Context: an optimization exercise on an open-source flow, tuned for small area, a short achievable clock period and few clock cycles per item. The choices shown serve that exercise and are no tape-out recipe.

==> flow/design.v (excerpt) <==
module rgb_to_hue_saturation_top (
    input  logic       i_clk,
    input  logic       i_rst_n,
    input  logic       i_valid,
    output logic       o_ready,
    input  logic [7:0] i_red,
    input  logic [7:0] i_green,
    input  logic [7:0] i_blue,
    output logic       o_valid,
    input  logic       i_ready,
    output logic [7:0] o_hue,
    output logic [7:0] o_saturation
);
Settings: LEC_CHECK=0, CAP_MARGIN=20, CORE_MARGIN=2, CORE_UTILIZATION=40, CTS_BUF_LIST=sky130_fd_sc_hd__clkbuf_4 sky130_fd_sc_hd__clkbuf_8, CTS_CLUSTER_DIAMETER=80, CTS_CLUSTER_SIZE=20, SETUP_SLACK_MARGIN=2.6, SLEW_MARGIN=20; clock period 5.5 ns.
run.sh (not shown) runs the stock make flow with config.mk's settings and CLKGATE_MAP_FILE= SYNTH_SCRIPT=/design/flow/synth_recipe.tcl, a recipe that flattens the netlist after the stock synthesis.
The baseline finished clean.
Then changed:
--- a/flow/design.v
+++ b/flow/design.v
@@ -49,25 +49,27 @@
     logic [0:0] r1_sbg;
     logic [0:0] r1_sbr;
     logic [7:0] w_vmx_0;
     logic [7:0] w_vmn_0;
     logic [7:0] w_ra_0;
     logic [7:0] w_rb_0;
     logic [7:0] w_d_0;
     logic [7:0] w_rp_0;
+    logic [0:0] w_nzd_0;
+    logic [0:0] w_nzr_0;
     logic [7:0] w_mx_0;
-    logic [2:0] w_cs_0;
-    logic [2:0] w_ch_0;
-    logic [2:0] r2_ch;
-    logic [2:0] r2_cs;
     logic [7:0] r2_d;
     logic [2:0] r2_j;
     logic [7:0] r2_mx;
+    logic [0:0] r2_nzd;
+    logic [0:0] r2_nzr;
     logic [7:0] r2_rp;
+    logic [2:0] w_cs_0;
+    logic [2:0] w_ch_0;
     logic [0:0] w_hl1_0;
     logic [0:0] w_hl2_0;
     logic [0:0] w_hl3_0;
     logic [0:0] w_hl4_0;
     logic [0:0] w_hl5_0;
     logic [0:0] w_hl6_0;
     logic [8:0] w_hh9_0;
     logic [8:0] w_sh9_0;
@@ -299,29 +301,31 @@
     assign w_sbg_0 = w_odd_0 ? (!w_gmx_0 & !w_gmn_0) : w_gmn_0;
     assign w_sbb_0 = w_odd_0 ? (!w_bmx_0 & !w_bmn_0) : w_bmn_0;
     assign w_vmx_0 = (r1_rmx ? r1_R : 8'd0) | (r1_gmx ? r1_G : 8'd0) | (r1_bmx ? r1_B : 8'd0);
     assign w_vmn_0 = (r1_rmn ? r1_R : 8'd0) | (r1_gmn ? r1_G : 8'd0) | (r1_bmn ? r1_B : 8'd0);
     assign w_ra_0 = (r1_sar ? r1_R : 8'd0) | (r1_sag ? r1_G : 8'd0) | (r1_sab ? r1_B : 8'd0);
     assign w_rb_0 = (r1_sbr ? r1_R : 8'd0) | (r1_sbg ? r1_G : 8'd0) | (r1_sbb ? r1_B : 8'd0);
     assign w_d_0 = w_vmx_0 - w_vmn_0;
     assign w_rp_0 = w_ra_0 - w_rb_0;
+    assign w_nzd_0 = w_vmx_0[5:0] != w_vmn_0[5:0];
+    assign w_nzr_0 = w_ra_0[5:0] != w_rb_0[5:0];
     assign w_mx_0 = w_vmx_0 | {7'b0, (w_vmx_0 == 8'd0)};
-    assign w_cs_0 = 3'(w_d_0[7:6]) + 3'(w_vmx_0[5:0] != w_vmn_0[5:0]);
-    assign w_ch_0 = 3'(w_rp_0[7:6]) + 3'(w_ra_0[5:0] != w_rb_0[5:0]);
+    assign w_cs_0 = 3'(r2_d[7:6]) + 3'(r2_nzd);
+    assign w_ch_0 = 3'(r2_rp[7:6]) + 3'(r2_nzr);
     assign w_hl1_0 = r2_rp[0];
     assign w_hl2_0 = r2_rp[1] ^ (|r2_rp[0:0]);
     assign w_hl3_0 = r2_rp[2] ^ (|r2_rp[1:0]);
     assign w_hl4_0 = r2_rp[3] ^ (|r2_rp[2:0]);
     assign w_hl5_0 = r2_rp[4] ^ (|r2_rp[3:0]);
     assign w_hl6_0 = r2_rp[5] ^ (|r2_rp[4:0]);
-    assign w_hh9_0 = {r2_rp, 1'b0} - 9'(r2_ch);
-    assign w_sh9_0 = {r2_d, 1'b0} - 9'(r2_cs);
-    assign w_hdf_0 = {1'b0, r2_rp, 1'b0} - {2'b0, r2_d} - 10'(r2_ch);
-    assign w_sdf_0 = {1'b0, r2_d, 1'b0} - {2'b0, r2_mx} - 10'(r2_cs);
+    assign w_hh9_0 = {r2_rp, 1'b0} - 9'(w_ch_0);
+    assign w_sh9_0 = {r2_d, 1'b0} - 9'(w_cs_0);
+    assign w_hdf_0 = {1'b0, r2_rp, 1'b0} - {2'b0, r2_d} - 10'(w_ch_0);
+    assign w_sdf_0 = {1'b0, r2_d, 1'b0} - {2'b0, r2_mx} - 10'(w_cs_0);
     assign w_hq7_0 = !w_hdf_0[9];
     assign w_sq7_0 = !w_sdf_0[9];
     assign w_hr7_0 = w_hdf_0[9] ? w_hh9_0[7:0] : w_hdf_0[7:0];
     assign w_sr7_0 = w_sdf_0[9] ? w_sh9_0[7:0] : w_sdf_0[7:0];
     assign w_hh9_1 = {w_hr7_0, w_hl6_0};
     assign w_sr_0 = w_sr7_0;
     assign w_hm_0 = {2'b0, w_hq7_0};
     assign w_sh9_1 = {r3_sr, (r3_d[5] ^ (|r3_d[4:0]))};
@@ -446,21 +450,21 @@
             r1_rmn <= w_rmn_0;
             r1_rmx <= w_rmx_0;
             r1_sab <= w_sab_0;
             r1_sag <= w_sag_0;
             r1_sar <= w_sar_0;
             r1_sbb <= w_sbb_0;
             r1_sbg <= w_sbg_0;
             r1_sbr <= w_sbr_0;
-            r2_ch <= w_ch_0;
-            r2_cs <= w_cs_0;
             r2_d <= w_d_0;
             r2_j <= r1_j;
             r2_mx <= w_mx_0;
+            r2_nzd <= w_nzd_0;
+            r2_nzr <= w_nzr_0;
             r2_rp <= w_rp_0;
             r3_d <= r2_d;
             r3_hh9 <= w_hh9_1;
             r3_hl1 <= w_hl1_0;
             r3_hl2 <= w_hl2_0;
             r3_hl3 <= w_hl3_0;
             r3_hl4 <= w_hl4_0;
             r3_hl5 <= w_hl5_0;
Outcome: Fmax goes down by 3.5%; wire length falls by 3.6%; core utilization shrinks by 0.33 points; non-clock buffer count went down by 36; global-route usage came out lower by 0.44 points; worst setup slack loses 0.11 ns; area after synthesis fell by 1.5%; synthesized cell count climbs by 4.2%; design area goes down by 2.6%; die area decreases by 1.4%; via count came out higher by 0.53%; first-iteration DRC count goes up by 17%.
Function was not checked in any run of this note: the RTL went through the layout flow alone.

[what the ideal ports hide]
Ports are ideal in the flow. The routed layouts listed here were re-timed in OpenROAD.
Step 1, drivers: a clkbuf_16 drives i_clk and a buf_2 each remaining input, both assumed.
Step 2 adds t to the input delays and takes it off the output delays; t is the mean of the earliest and latest rising clock arrival at the registers after step 1. Input paths then give back, and output paths get back, about the clock's delay inside the block.
Three values: ideal, step 1, step 2; two values: the first two.
run | t (ns) | setup slack, ns | hold slack, ns | slew at the worst register clock pin (ns)
the first run | 0.702 | 2.382 / 2.382 / 1.964 | 0.419 / 0.419 / 0.419 | 0.12 / 0.12
the second run | 0.691 | 2.269 / 2.269 / 1.941 | 0.403 / 0.403 / 0.403 | 0.12 / 0.12
After both steps every run listed still meets setup and hold. For the first run, which loses most, drivers alone change the setup slack by 0.000 ns; drivers and shift together by -0.418 ns.
